From an optimization exercise on the open Yosys and OpenROAD flow, aimed at small area; shortcuts taken in it are not production practice.
Where RTL was checked, it was by simulation tests only, not by an equivalence proof against the original.
Only the layout flow was run in run 3; the RTL was not checked for function there.
Power figures rest on the tool's default switching activity, not on a simulated workload. No driver is modelled on the clock port, so clocking that relies on it looks cheaper here than on a real chip.

File: flow/design.v
`default_nettype none
package te_pkt_pkg;
    typedef enum logic [3-1:0] {
        AK = 3'd0,
        WQ = 3'd1,
        WR = 3'd2,
        RQ = 3'd3,
        RR = 3'd4
    } pkt_type_e;
    typedef struct packed {
        logic [10-3-1:0]       waddr;
        logic [8-1:0]                   wstrb;
        logic [8*8-1:0]    wdata;
    } bm_word_t;
    typedef struct packed {
        logic [4-1:0] sid;
        logic [3-1:0]  xid;
        logic [10-1:0] addr;
        logic [4-1:0]  len;
    } rdreq_t;
endpackage
`default_nettype wire
`timescale 1ns/1ps
`default_nettype none
module te_pkt (
    input  wire logic                                        clk_bus,
    input  wire logic                                        rst_n,
    input  wire logic                                        pkt_sop,
    input  wire logic [8-1:0]                   pkt_data,
    input  wire logic [10-1:0]                   ib_base,
    input  wire logic                                        bm_gnt,
    output logic                                             bm_req,
    output logic [10-1:0]                        bm_addr,
    output logic [8-1:0]                    bm_wstrb,
    output logic [8*8-1:0]     bm_wdata,
    input  wire logic                                        rdreq_pop,
    output logic                                             rdreq_valid,
    output te_pkt_pkg::rdreq_t rdreq
);
    localparam int NW = 9;
    localparam logic [2:0] ST_IDLE = 3'd0;
    localparam logic [2:0] ST_HDR1 = 3'd1;
    localparam logic [2:0] ST_HDR2 = 3'd2;
    localparam logic [2:0] ST_HDR3 = 3'd3;
    localparam logic [2:0] ST_DATA = 3'd4;
    logic [2:0]  state;
    logic        is_rq;
    logic [2:0]  xid;
    logic [3:0]  sid;
    logic [3:0]  len;
    logic [9:0]  baddr;
    logic        started;
    logic [NW-1:0][63:0] slot_data;
    logic [NW-1:0][6:0]  slot_alo;
    logic [NW-1:0]       slot_acy;
    logic [NW-1:0]       slot_fpart;
    logic [NW-1:0]       slot_lpart;
    logic [NW-1:0]       wr_oh;
    logic [NW-1:0]       rd_oh;
    logic [1:0][20:0]    rq_data;
    logic                rq_rd;
    logic [1:0]          rq_cnt;
    logic [2:0]  lane;
    logic        data_byte;
    logic        last_byte;
    logic        close_word;
    logic        rq_push;
    logic        rq_pop;
    logic [NW-1:0] wsel;
    assign lane       = baddr[2:0];
    assign data_byte  = (state == ST_DATA) && !pkt_sop;
    assign last_byte  = (len == 4'd0);
    assign close_word = (data_byte && (lane == 3'd7 || last_byte)) || (pkt_sop && started);
    assign rq_push    = (state == ST_HDR3) && !pkt_sop && is_rq;
    assign rq_pop     = rdreq_pop && rdreq_valid;
    always_comb begin
        for (int k = 0; k < NW; k++) begin
            wsel[k] = data_byte && wr_oh[k];
        end
    end
    always_ff @(posedge clk_bus) begin
        if (!rst_n) begin
            state   <= ST_IDLE;
            started <= 1'b0;
            wr_oh   <= NW'(1);
            rd_oh   <= NW'(1);
            rq_rd   <= 1'b0;
            rq_cnt  <= '0;
        end else begin
            if (pkt_sop) begin
                started <= 1'b0;
                if (pkt_data[7:5] == 3'd1 || pkt_data[7:5] == 3'd3) state <= ST_HDR1;
                else state <= ST_IDLE;
            end else begin
                case (state)
                    ST_HDR1: state <= ST_HDR2;
                    ST_HDR2: state <= ST_HDR3;
                    ST_HDR3: state <= is_rq ? ST_IDLE : ST_DATA;
                    ST_DATA: begin
                        started <= !close_word;
                        if (last_byte) state <= ST_IDLE;
                    end
                    default: state <= ST_IDLE;
                endcase
            end
            if (close_word) wr_oh <= {wr_oh[NW-2:0], wr_oh[NW-1]};
            if (bm_req && bm_gnt) rd_oh <= {rd_oh[NW-2:0], rd_oh[NW-1]};
            if (rq_pop) rq_rd <= !rq_rd;
            case ({rq_push, rq_pop})
                2'b10:   rq_cnt <= rq_cnt + 2'd1;
                2'b01:   rq_cnt <= rq_cnt - 2'd1;
                default: ;
            endcase
        end
    end
    always_ff @(posedge clk_bus) begin
        if (pkt_sop) begin
            is_rq <= pkt_data[6];
            xid   <= pkt_data[2:0];
        end else begin
            case (state)
                ST_HDR1: sid <= pkt_data[7:4];
                ST_HDR2: begin
                    len        <= pkt_data[7:4];
                    baddr[9:6] <= pkt_data[3:0];
                end
                ST_HDR3: baddr[5:0] <= pkt_data[5:0];
                ST_DATA: begin
                    baddr <= baddr + 10'd1;
                    len   <= len - 4'd1;
                end
                default: ;
            endcase
        end
    end
    logic [7:0] lane0_in;
    logic [7:0] lane7_in;
    assign lane0_in = {pkt_data[7:3], (lane == 3'd0) ? pkt_data[2:0] : lane};
    assign lane7_in = {pkt_data[7:3], (lane == 3'd7) ? pkt_data[2:0] : lane};
    always_ff @(posedge clk_bus) begin
        for (int k = 0; k < NW; k++) begin
            if (wsel[k]) begin
                if (lane == 3'd0 || !started) slot_data[k][7:0] <= lane0_in;
                for (int j = 1; j < 7; j++) begin
                    if (lane == 3'(j)) slot_data[k][j*8 +: 8] <= pkt_data;
                end
                slot_data[k][63:56] <= lane7_in;
                {slot_acy[k], slot_alo[k]} <= {1'b0, ib_base[6:0]} + {1'b0, baddr[9:3]};
                slot_lpart[k] <= (lane != 3'd7);
                if (!started) slot_fpart[k] <= (lane != 3'd0);
            end
        end
        if (rq_push) rq_data[rq_rd ^ rq_cnt[0]] <= {sid, xid, baddr[9:6], pkt_data[5:0], len};
    end
    logic [6:0] head_alo;
    logic       head_acy;
    logic       head_fpart;
    logic       head_lpart;
    logic [2:0] head_first;
    logic [2:0] head_last;
    always_comb begin
        bm_wdata   = '0;
        head_alo   = '0;
        head_acy   = 1'b0;
        head_fpart = 1'b0;
        head_lpart = 1'b0;
        for (int k = 0; k < NW; k++) begin
            bm_wdata   = bm_wdata   | ({64{rd_oh[k]}} & slot_data[k]);
            head_alo   = head_alo   | ({7{rd_oh[k]}}  & slot_alo[k]);
            head_acy   = head_acy   | (rd_oh[k]       & slot_acy[k]);
            head_fpart = head_fpart | (rd_oh[k]       & slot_fpart[k]);
            head_lpart = head_lpart | (rd_oh[k]       & slot_lpart[k]);
        end
        head_first = head_fpart ? bm_wdata[2:0]   : 3'd0;
        head_last  = head_lpart ? bm_wdata[58:56] : 3'd7;
        for (int j = 0; j < 8; j++) begin
            bm_wstrb[j] = (3'(j) >= head_first) && (3'(j) <= head_last);
        end
    end
    assign bm_req      = !(|(rd_oh & wr_oh));
    assign bm_addr     = {ib_base[9:7] + {2'd0, head_acy}, head_alo};
    assign rdreq_valid = (rq_cnt != 2'd0);
    assign rdreq       = rq_data[rq_rd];
endmodule
`default_nettype wire
File: flow/standard.sh
#!/bin/bash
# synth_recipe.tcl (not shown) runs the flow's synth.tcl, then flattens the netlist and writes it again
# the make line also repeats each setting of config.mk as NAME=value (left out here)
make -C /OpenROAD-flow-scripts/flow DESIGN_CONFIG=/design/flow/config.mk WORK_HOME=/design/flow/orfs CLKGATE_MAP_FILE= SYNTH_SCRIPT=/design/flow/synth_recipe.tcl "${@:-finish}"
File: flow/config.mk
export PLATFORM = sky130hd
export DESIGN_NAME = te_pkt
export DESIGN_NICKNAME = te_pkt
export VERILOG_FILES = /design/flow/design.v
export SDC_FILE = /design/flow/constraint.sdc
export NUM_CORES = 4
export LEC_CHECK = 0
export CAP_MARGIN = 0
export CORE_MARGIN = 2
export CORE_UTILIZATION = 80
export CTS_BUF_LIST = sky130_fd_sc_hd__clkbuf_16
export CTS_CLUSTER_DIAMETER = 80
export CTS_CLUSTER_SIZE = 30
export SLEW_MARGIN = 0
File: flow/constraint.sdc
create_clock -name core_clock -period 4.0 [get_ports {clk_bus}]
set_input_delay 0.8000 -clock core_clock [delete_from_list [all_inputs] [get_ports {clk_bus}]]
set_output_delay 0.8000 -clock core_clock [all_outputs]
set_load 0.01 [all_outputs]
File: flow/flow/run.sh
#!/bin/bash
# The standard layout (the standard.sh, standard synthesis unchanged) with two
# changes passed through ORFS's own variables:
#  - port buffers are buf_1 cells instead of the delay-buffer cell buffer_ports
#    picks by default (every port still gets its own buffer);
set -euo pipefail
export BUFFER_PORTS_ARGS="-buffer_cell sky130_fd_sc_hd__buf_1"
export CTS_ARGS="-sink_clustering_enable -repair_clock_nets -sink_clustering_size 36 -sink_clustering_max_diameter 100 -buf_list sky130_fd_sc_hd__clkbuf_16 -dont_use_dummy_load"
bash standard.sh > standard.log 2>&1
==> flow_metrics.tcl, run 1 <==
set metrics [dict create \
    path_cells "a222oi_1 -> nand3_1 -> a221oi_2 -> nor3_1 -> a211oi_2 -> buf_1" \
    synth_top_cells_by_area "edfxtp_1 79%, a222oi_1 2.7%, a22oi_1 2.2%, a221oi_1 2.2%, a22o_1 2.2%" \
    required_ns 3.20 \
    drtIter0Drc 2858 \
    worstPathMaxFanout 30 \
    fin_area_um2 29430 \
    fill_cells 1529 \
    synth_ff_type "edfxtp_1" \
    cts_setup_buffers 0 \
    grt_usage_pct 36.36 \
    clockBufferDepth 3 \
    ys_seq_area_share_pct 80.56 \
    grt_max_degree 59 \
    synth_cells 1545 \
    drc 0 \
    grt_pass1_wl_mm 95.48 \
    crit_slowest_cell "dfxtp_2" \
    rows 68 \
    place_area_um2 28830 \
    die_w_um 190.5 \
    vias 15900 \
    status "complete, no violations" \
    fp.dieH_um 190.5 \
    drv_slew 0 \
    syn_avg_cell_area_um2 18.01 \
    yosysTopAreaCell "edfxtp_1" \
    crit_arrival_ns 2.89 \
    clk_pin_slew_ns 0.12 \
    slew_headroom_pct 8.837 \
    htree_levels 1 \
    cts-root-buf "clkbuf_16" \
    wl_per_cell_um 30.90 \
    cts_tree "built" \
    dr.pass1.iters 11 \
    power.total_uw 11990 \
    holdPathStages 0 \
    power_per_cell_area_nw_per_um2 407.5 \
    overflow 0 \
    portBuffers 127 \
    viasPerCell 7.583 \
    min-delay-path-class "reg -> reg" \
    cap_violations 0 \
    syn_area_um2 27830 \
    end_kind "primary output" \
    drive_gt1_share_pct 6.821 \
    numCtsBuffers 24 \
    async_flop_share_pct 0 \
    synth_seq_cells 755 \
    timing.final.hold_violations 0 \
    wirelength_mm 64.80 \
    leakage_uw 0.009209 \
    postRouteAntennaNets 0 \
    seqCellArea_um2 22430 \
    cts_hold_buf 0 \
    cp-start-kind "flip-flop" \
    cts.sink_count 755 \
    post-route-min-period_ns 3.685 \
    tightestPinTransition_ns 1.353 \
    r2r_cells 5 \
    final_cell_mix "730 x edfxtp_1, 119 x buf_1, 87 x nor2_1" \
    synth_edf_count 730 \
    multi_input_area_um2 4955 \
    hpwl_mm 39.60 \
    critical_path_class "reg -> out" \
    antenna_found_initial 0 \
    synth_fp_nets 1586 \
    whs_ns 0.4727 \
    irDropWorstVdd_mv 0.3730 \
    final_common_cell "edfxtp_1" \
    fp.coreArea_um2 34370 \
    ctsResizeCount 0 \
    grt_setup_unrepaired "false" \
    yosysWarnings 1 \
    synth_cell_type_count 48 \
    max_freq_ghz 0.2713 \
    period_share_pct 92.13 \
    dieArea_um2 36300 \
    top_level_ports 128 \
    n_antenna_cell 0 \
    crit_path_max_incr_delay_ns 0.58 \
    skew_ns 0.04750 \
    place.gp.congestion 0.8832 \
    finalSetupTns_ns 0 \
    areaGrowthSynthToFinish_pct 5.759 \
    synth.top_cell.area_share_pct 78.76 \
    clock_latency_ns 0.61 \
    initial_core_util_pct 80.97 \
    final_nets 1685 \
    final_util_pct 85.63 \
    setup_viol 0 \
    grt_pass1_vias 15380 \
]
==> routing by layer <==
| layer | global-route usage, % | routed length (um) | vias to the layer above |
|---|---|---|---|
| li1 | - | - | 6527 |
| met1 | 52.41 | 22580 | 7828 |
| met2 | 58.04 | 31390 | 1402 |
| met3 | 7.729 | 8966 | 144 |
| met4 | 10.49 | 1871 | 0 |
| met5 | 0 | 0 | - |
==> logic make-up (layout without fill, tap and decap cells) <==
logic type	count (synthesis)	after routing	synth area share, %
XOR/XNOR	17	17	0.5350
flip-flops	755	755	80.56
buffers and inverters	114	211	1.654
AO/OA/AOI/OAI	342	342	10.43
multiplexers	42	42	1.614
AND/OR/NAND/NOR	257	257	4.370
adder cells (fa/ha/maj)	18	18	0.8362
==> final cells by class <==
type | instances | area share [%]
Multi-Input combinational cell | 676 | 16.83
Inverter | 26 | 0.3316
Sequential cell | 755 | 76.21
Timing Repair Buffer | 161 | 2.648
Tap cell | 455 | 1.934
Clock buffer | 24 | 2.040
==> path summary, 6_finish.rpt <==
path                               start  slack (ns)             end
worst max-delay path            rd_oh[1]        0.31     bm_wstrb[6]
worst min-delay path              sid[0]        0.47       flip-flop
worst max register to register  state[1]        0.90  slot_data[298]
worst min register to register    sid[0]        0.47       flip-flop
==> per-stage QoR <==
| step | instances | worst slack (ns) |
|---|---|---|
| 2_1_floorplan | 1545 | 1.252 |
| 3_3_place_gp | 2073 | 0.9149 |
| 3_5_place_dp | 2073 | 0.8089 |
| 4_1_cts | 2097 | 0.3318 |
| 5_1_grt | 2097 | 0.1988 |
| 6_report | 2097 | 0.3146 |
==> cell usage after synthesis (all sizes together) (23+ instances only) <==
cell / count
nor2: 90
dfxtp: 25
a22oi: 81
a222oi: 75
nand3: 77
nand2: 33
inv: 25
mux2: 23
a221oi: 75
buf: 37
a22o: 69
clkbuf: 51
edfxtp: 730
==> where the power goes <==
part | internal (uW) | switching [uW] | leakage, uW
clock | 1090 | 2050 | 0.000296
sequential | 8650 | 4.36 | 0.00676
combinational | 34.5 | 161 | 0.00215
==> registers in the layout (all words and copies together) (netlist names), 2 cells and up, named ones only <==
name and count:
len 4, slot_data 576, sid 4, slot_alo 63, wr_oh 9, xid 3, rd_oh 9, rq_cnt 2
slot_fpart 9, baddr 10, slot_acy 9, state 3, slot_lpart 9
==> worst max-delay path, delay by kind of cell, from the launching register on <==
kind,cells,cell delay [ns]
buffers and inverters,1,0.18
AOI/OAI and AO/OA,3,1.19
DFF,1,0.58
and+or+nand+nor,2,0.36
==> run 2: changes to the inputs <==
--- a/flow/design.v
+++ b/flow/design.v
@@ -125,12 +125,13 @@
                     baddr[9:6] <= pkt_data[3:0];
                 end
-                ST_HDR3: baddr[5:0] <= pkt_data[5:0];
                 ST_DATA: begin
-                    baddr <= baddr + 10'd1;
-                    len   <= len - 4'd1;
+                    baddr[9:6] <= baddr[9:6] + {3'd0, &baddr[5:0]};
+                    len        <= len - 4'd1;
                 end
                 default: ;
             endcase
         end
+        if (!pkt_sop && state == ST_HDR3) baddr[5:0] <= pkt_data[5:0];
+        else baddr[5:0] <= baddr[5:0] + 6'd1;
     end
     logic [7:0] lane0_in;
--- a/flow/flow/run.sh
+++ b/flow/flow/run.sh
@@ -6,4 +6,4 @@
 set -euo pipefail
 export BUFFER_PORTS_ARGS="-buffer_cell sky130_fd_sc_hd__buf_1"
-export CTS_ARGS="-sink_clustering_enable -repair_clock_nets -sink_clustering_size 36 -sink_clustering_max_diameter 100 -buf_list sky130_fd_sc_hd__clkbuf_16 -dont_use_dummy_load"
+export CTS_ARGS="-sink_clustering_enable -repair_clock_nets -sink_clustering_size 30 -sink_clustering_max_diameter 80 -buf_list sky130_fd_sc_hd__clkbuf_16 -dont_use_dummy_load"
 bash standard.sh > standard.log 2>&1
==> flow_metrics.tcl, run 2 <==
set metrics [dict create \
    drtIter0Drc 2591 \
    crit_path_max_incr_delay_ns 0.58 \
    synth.most_common_cell "edfxtp_1" \
    cp-startpoint "rd_oh[4]" \
    cts_hold_buf 0 \
    fp.coreArea_um2 34370 \
    cts-root-buf "clkbuf_16" \
    wl_per_cell_um 30.74 \
    reg2reg_from "state[1]" \
    largest_reg_flops 576 \
    overflow 0 \
    cts_setup_buffers 0 \
    vias 15970 \
    end_kind "primary output" \
    n_antenna_cell 0 \
    yosysWarnings 1 \
    fin_area_um2 29590 \
    dieArea_um2 36240 \
    numCtsBuffers 30 \
    drv_slew 0 \
    status "complete, no violations" \
    areaGrowthSynthToFinish_pct 6.480 \
    htree_levels 1 \
    tightestPinTransition_ns 1.338 \
    final_nets 1705 \
    crit_arrival_ns 3.13 \
    grt_use_met3_pct 6.202 \
    grt_max_degree 79 \
    synth_seq_cells 755 \
    portBuffers 127 \
    crit_slowest_cell "dfxtp_2" \
    synth.top_cell.area_share_pct 78.24 \
    synth_top_cells_by_area "edfxtp_1 78%, a222oi_1 2.7%, dfxtp_1 2.2%, a221oi_1 2.2%, a22o_1 2.2%" \
    drc 0 \
    required_ns 3.20 \
    final_common_cell "edfxtp_1" \
    synth_mux_area_share_pct 1.617 \
    cp-start-kind "flip-flop" \
    synth_top_family_by_area "compound AO/OA/AOI/OAI gates" \
    clock_latency_ns 0.61 \
    synth_adder_area_share_pct 0.9276 \
    clockBufferDepth 3 \
    top_level_ports 128 \
    synth_edf_count 724 \
    rows 68 \
    clk_pin_slew_ns 0.11 \
    top_usage_layer "met2" \
    period_share_pct 98.23 \
    place_area_um2 28840 \
    ctsResizeCount 0 \
    path_cells "a222oi_1 -> nand3_1 -> a221oi_2 -> nor2_2 -> a21oi_1 -> buf_1" \
    wirelength_mm 65.01 \
    finalSetupTns_ns 0 \
    max_flop_register "slot_data" \
    grt_pass1_wl_mm 95.95 \
    min-delay-path-class "reg -> reg" \
    synth_cells 1544 \
    post-route-min-period_ns 3.929 \
    synth_compound_area_share_pct 10.40 \
    hpwl_mm 38.03 \
    dr.pass1.iters 9 \
    irDropWorstVdd_mv 0.4281 \
    yosys-top-cells-count "724 x edfxtp_1, 86 x nor2_1, 80 x a22oi_1" \
    async_flop_share_pct 0 \
    power_per_cell_area_nw_per_um2 437.3 \
    cap_violations 0 \
    leakage_uw 0.009375 \
    die_w_um 190.4 \
    fp.dieH_um 190.4 \
    max_freq_ghz 0.2545 \
    ys_seq_area_share_pct 80.48 \
    synthXorXnorAreaFrac_pct 0.5358 \
    critical_path_class "reg -> out" \
    viasPerCell 7.552 \
    synth_fp_nets 1587 \
    grt_setup_unrepaired "false" \
    cts.sink_count 755 \
    grt_usage_pct 36.24 \
    final_util_pct 86.08 \
    antenna_found_initial 0 \
    synthSimpleGateAreaFrac_pct 4.345 \
    grt_util_met2_pct 58.41 \
    yosysTopAreaCell "edfxtp_1" \
    worstPathMaxFanout 32 \
    skew_ns 0.06750 \
    grt_pass1_vias 15420 \
    postRouteAntennaNets 0 \
    syn_avg_cell_area_um2 18.00 \
    slew_headroom_pct 10.80 \
    drive_gt1_share_pct 7.831 \
    setup_viol 0 \
    grtUsageMet1_pct 51.24 \
    fill_cells 1481 \
    worstHoldStart "sid[2]" \
    syn_area_um2 27790 \
    cts_tree "built" \
    initial_core_util_pct 80.84 \
    synth_ff_type "edfxtp_1" \
    final_cell_mix "724 x edfxtp_1, 119 x buf_1, 85 x nor2_1" \
    synth_cell_type_count 47 \
    timing.final.hold_violations 0 \
    place.gp.congestion 0.8498 \
]
==> run 2: cell types whose count changed after synthesis, moves of 3 or more <==
cell      previous run  this run
nand2_1             33        36
nand4_1              4         1
clkbuf_1            51        61
dfxtp_1             25        31
a21oi_1             19        15
buf_2               17        12
buf_1               18        10
o21ai_0             10        13
edfxtp_1           730       724
==> run 2: path summary, 6_finish.rpt <==
kind,to,slack [ns],depth (start not counted)
worst min register to register,flip-flop,0.47,0
worst min-delay path,flip-flop,0.47,0
worst max-delay path,bm_wstrb[4],0.07,6
worst max register to register,slot_data[48],1.16,6
==> run 2: kinds of logic after synthesis <==
group	Yosys count
flops	755
compound gates	340
simple gates	256
buf+inv	114
mux	42
fa+ha+maj	20
xor+xnor	17
==> run 2: metrics by stage <==
step                      hold slack (ns)  setup WS (ns)  instances  total power [uW]
after detailed placement           0.4369         0.8649       2085              9622
after CTS                          0.4621         0.1978       2115             12910
after floorplan                    0.4215          1.208       1544              9339
after global placement             0.4233         0.9191       2085              9585
after global routing               0.4746        0.01034       2115             13180
final                              0.4675        0.07065       2115             12940
==> run 2: per-layer routing <==
| layer | vias to the layer above | wire [um] | part of all wire, % |
|---|---|---|---|
| li1 | 6540 | - | - |
| met1 | 7864 | 22490 | 35 |
| met2 | 1379 | 31900 | 49 |
| met3 | 190 | 7911 | 12 |
| met4 | 0 | 2713 | 4.2 |
| met5 | - | 0 | 0 |
==> run 2: power breakdown <==
group / internal (uW) / switching [uW] / leakage [uW] / total (uW)
Sequential: 8850 / 47.3 / 0.00676 / 8900
Clock: 1340 / 2130 / 0.000370 / 3480
Combinational: 110 / 448 / 0.00224 / 558
==> run 2: cell type report <==
type / count / area, um2 / area share (%)
clock buffer: 30 / 750.7 / 2.537
inverter: 26 / 97.59 / 0.3299
multi-input combinational: 675 / 4955 / 16.75
sequential: 755 / 22380 / 75.62
tap: 455 / 569.3 / 1.924
timing repair buffer: 174 / 839.6 / 2.838
==> run 2: critical path: cells and delay by family, from the launching register on <==
family	cells	cell delay, ns
buffers and inverters	1	0.20
and+or+nand+nor	2	0.40
DFF	1	0.58
AOI/OAI and AO/OA	3	1.32
==> run 3: changes to the inputs <==
--- a/flow/design.v
+++ b/flow/design.v
@@ -52,6 +52,5 @@
     logic        started;
     logic [NW-1:0][63:0] slot_data;
-    logic [NW-1:0][6:0]  slot_alo;
-    logic [NW-1:0]       slot_acy;
+    logic [NW-1:0][6:0]  slot_waddr;
     logic [NW-1:0]       slot_fpart;
     logic [NW-1:0]       slot_lpart;
@@ -125,13 +124,12 @@
                     baddr[9:6] <= pkt_data[3:0];
                 end
+                ST_HDR3: baddr[5:0] <= pkt_data[5:0];
                 ST_DATA: begin
-                    baddr[9:6] <= baddr[9:6] + {3'd0, &baddr[5:0]};
-                    len        <= len - 4'd1;
+                    baddr <= baddr + 10'd1;
+                    len   <= len - 4'd1;
                 end
                 default: ;
             endcase
         end
-        if (!pkt_sop && state == ST_HDR3) baddr[5:0] <= pkt_data[5:0];
-        else baddr[5:0] <= baddr[5:0] + 6'd1;
     end
     logic [7:0] lane0_in;
@@ -147,5 +145,5 @@
                 end
                 slot_data[k][63:56] <= lane7_in;
-                {slot_acy[k], slot_alo[k]} <= {1'b0, ib_base[6:0]} + {1'b0, baddr[9:3]};
+                slot_waddr[k] <= baddr[9:3];
                 slot_lpart[k] <= (lane != 3'd7);
                 if (!started) slot_fpart[k] <= (lane != 3'd0);
@@ -154,6 +152,5 @@
         if (rq_push) rq_data[rq_rd ^ rq_cnt[0]] <= {sid, xid, baddr[9:6], pkt_data[5:0], len};
     end
-    logic [6:0] head_alo;
-    logic       head_acy;
+    logic [6:0] head_waddr;
     logic       head_fpart;
     logic       head_lpart;
@@ -162,12 +159,10 @@
     always_comb begin
         bm_wdata   = '0;
-        head_alo   = '0;
-        head_acy   = 1'b0;
+        head_waddr = '0;
         head_fpart = 1'b0;
         head_lpart = 1'b0;
         for (int k = 0; k < NW; k++) begin
             bm_wdata   = bm_wdata   | ({64{rd_oh[k]}} & slot_data[k]);
-            head_alo   = head_alo   | ({7{rd_oh[k]}}  & slot_alo[k]);
-            head_acy   = head_acy   | (rd_oh[k]       & slot_acy[k]);
+            head_waddr = head_waddr | ({7{rd_oh[k]}}  & slot_waddr[k]);
             head_fpart = head_fpart | (rd_oh[k]       & slot_fpart[k]);
             head_lpart = head_lpart | (rd_oh[k]       & slot_lpart[k]);
@@ -180,5 +175,5 @@
     end
     assign bm_req      = !(|(rd_oh & wr_oh));
-    assign bm_addr     = {ib_base[9:7] + {2'd0, head_acy}, head_alo};
+    assign bm_addr     = ib_base + {3'd0, head_waddr};
     assign rdreq_valid = (rq_cnt != 2'd0);
     assign rdreq       = rq_data[rq_rd];
==> flow_metrics.tcl, run 3 <==
set metrics [dict create \
    fp.coreArea_um2 33700 \
    critical_path_class "reg -> out" \
    syn_area_um2 27540 \
    post-route-min-period_ns 3.953 \
    top_level_ports 128 \
    crit_path_max_incr_delay_ns 0.50 \
    yosysWarnings 1 \
    wl_per_cell_um 30.39 \
    drive_gt1_share_pct 10.41 \
    viasPerCell 7.483 \
    dieArea_um2 35930 \
    vias 16000 \
    required_ns 3.20 \
    cp-start-kind "flip-flop" \
    so.violations "capacitance limit" \
    tightestPinTransition_ns 1.462 \
    hpwl_mm 38.12 \
    overflow 0 \
    synth.top_cell.area_share_pct 78.61 \
    dr.pass1.iters 7 \
    post-place-ws_ns 0.4422 \
    clock_latency_ns 0.60 \
    synth_top_cells_by_area "edfxtp_1 79%, a222oi_1 2.7%, a221oi_1 2.2%, a22o_1 2.2%, a22oi_1 2.2%" \
    leakage_uw 0.009432 \
    fp.dieH_um 189.5 \
    wirelength_mm 64.98 \
    grt_setup_unrepaired "true" \
    setup_viol 0 \
    grt_usage_pct 36.53 \
    antenna_found_initial 0 \
    rows 67 \
    synth_cell_type_count 48 \
    drtIter0Drc 2737 \
    clk_pin_slew_ns 0.10 \
    cap_violations 1 \
    cp-startpoint "rd_oh[8]" \
    yosysTopAreaCell "edfxtp_1" \
    drc 0 \
    status "complete, but fails checks" \
    max_flop_register "slot_data" \
    postRouteAntennaNets 0 \
    power_per_cell_area_nw_per_um2 405.5 \
    fin_ws_ns 0.04747 \
    synth.most_common_cell "edfxtp_1" \
    synth_fp_nets 1574 \
    synth_cells 1535 \
    grt_max_degree 61 \
    final_nets 1731 \
    cts.sink_count 746 \
    period_share_pct 98.81 \
    initial_core_util_pct 81.73 \
    yosys-top-cells-count "721 x edfxtp_1, 86 x nor2_1, 79 x a22oi_1" \
    min-delay-path-class "reg -> reg" \
    cts_tree "built" \
    htree_levels 1 \
    synth_seq_cells 746 \
    cts_hold_buf 0 \
    n_antenna_cell 0 \
    grt_pass1_wl_mm 95.52 \
    worstHoldStart "sid[0]" \
    irDropWorstVdd_mv 0.5725 \
    wl_met1_mm 22.20 \
    wl_met2_mm 32.55 \
    synth_edf_count 721 \
    crit_slowest_cell "dfxtp_2" \
    timing.final.hold_violations 0 \
    areaGrowthSynthToFinish_pct 7.741 \
    worstPathMaxFanout 43 \
    cts-root-buf "clkbuf_16" \
    top_layer "met4" \
    crit_arrival_ns 3.15 \
    reg2reg_from "rd_oh[7]" \
    clockBufferDepth 3 \
    wl_met3_mm 8.112 \
    end_kind "primary output" \
    async_flop_share_pct 0 \
    final_common_cell "edfxtp_1" \
    ys_seq_area_share_pct 80.43 \
    drv_slew 0 \
    path_cells "buf_4 -> buf_6 -> a221oi_1 -> nand3_1 -> nor3_1 -> a211oi_1 -> buf_1" \
    place.gp.congestion 0.8280 \
    synth_ff_type "edfxtp_1" \
    max_freq_ghz 0.2530 \
    power.total_uw 12030 \
    grt_pass1_vias 15830 \
    largest_reg_flops 576 \
    final_cell_mix "721 x edfxtp_1, 117 x buf_1, 86 x buf_4" \
    die_w_um 189.5 \
    numCtsBuffers 28 \
    skew_ns 0.03102 \
    syn_avg_cell_area_um2 17.94 \
    portBuffers 127 \
    slew_headroom_pct 1.498 \
]
run 3: cell count changes after synthesis, sizes merged, moves of 3 or more:
cell and change:
a21oi +4, buf +3, clkbuf -3, dfxtp -6
edfxtp -3, ha -4, inv -3, nand3b +3
run 3: critical path, delay by kind of cell (launching register included):
kind	cells	cell delay [ns]
AOI/OAI and AO/OA	2	0.42
buffers and inverters	3	1.12
and+or+nand+nor	2	0.49
DFF	1	0.50
run 3: cell type report:
type	count	area (um2)
Sequential cell	746	22170
Fill cell	1329	4026
Tap cell	448	560.5
Inverter	23	86.33
Clock buffer	28	700.7
Timing Repair Buffer	215	1157
Multi-Input combinational cell	678	5001
run 3: power by group:
group          total [uW]  internal (uW)  switching (uW)  leakage, uW
Combinational         185           39.3             146      0.00241
Sequential           8530           8530            4.71      0.00668
Clock                3320           1260            2060     0.000345
run 3: cell families after synthesis:
| logic type | Yosys count | share of synthesized area (%) |
|---|---|---|
| DFF | 746 | 80.43 |
| muxes | 39 | 1.513 |
| and+or+nand+nor | 257 | 4.452 |
| AOI/OAI and AO/OA | 346 | 10.56 |
| buffers and inverters | 111 | 1.654 |
| adders and majority gates | 16 | 0.7541 |
| xor gates and xnor gates | 20 | 0.6360 |
run 3: layer usage:
| layer | vias up | track usage [%] |
|---|---|---|
| li1 | 6591 | - |
| met1 | 7870 | 51.52 |
| met2 | 1376 | 60.30 |
| met3 | 162 | 5.239 |
| met4 | 0 | 13.24 |
| met5 | - | 0 |
run 3: what timing repair did:
action,4_1_cts,5_1_grt
setup endpoints to repair,7,11
pin swaps,3,7
resized for setup,8,9
setup buffers,1,3
endpoints found under the hold margin,0,0
run 3: path summary, 6_finish.rpt:
kind / slack [ns] / endpoint / cells past startpoint
hold / removal: 0.46 / flip-flop / 0
setup reg to reg: 1.12 / rd_oh[0] / 6
setup / recovery: 0.05 / bm_wstrb[5] / 7
hold reg to reg: 0.46 / flip-flop / 0
run 3: per-stage QoR:
step           std cells  hold WS [ns]  cell area, um2   TNS, ns  util, %
3_3_place_gp        2106        0.4223           28870         0    85.66
5_1_grt             2138        0.4739           29670  -0.09983    88.05
4_1_cts             2135        0.4549           29600         0    87.82
2_1_floorplan       1535        0.4215           27540         0        -
6_report            2138        0.4555           29670         0    88.05
3_5_place_dp        2106        0.4304           28870         0    85.66

## what the ideal ports hide
Ports are ideal in the flow. The routed layouts listed here were re-timed in OpenROAD.
Step 1 (the two cells are an assumption about what drives the block):
set clk [get_ports {clk_bus}]
set_driving_cell -lib_cell sky130_fd_sc_hd__clkbuf_16 $clk
set_driving_cell -lib_cell sky130_fd_sc_hd__buf_2 [delete_from_list [all_inputs] $clk]
Step 2 times the ports against the registers' clock, not the clock port: input delays grow and output delays shrink by t, the midpoint of the rising clock arrivals with the driver on.
a / b / c = ideal / step 1 / step 2; a / b = the first two.
run | t (ns) | setup slack, ns | latest minus earliest clock arrival (ns) | worst register clock-pin slew, ns
run 1 | 0.643 | 0.315 / 0.258 / 0.642 | 0.048 / 0.048 | 0.12 / 0.12
run 2 | 0.635 | 0.071 / 0.015 / 0.650 | 0.068 / 0.067 | 0.11 / 0.11
run 3 | 0.637 | 0.047 / -0.007 / 0.631 | 0.033 / 0.033 | 0.11 / 0.11
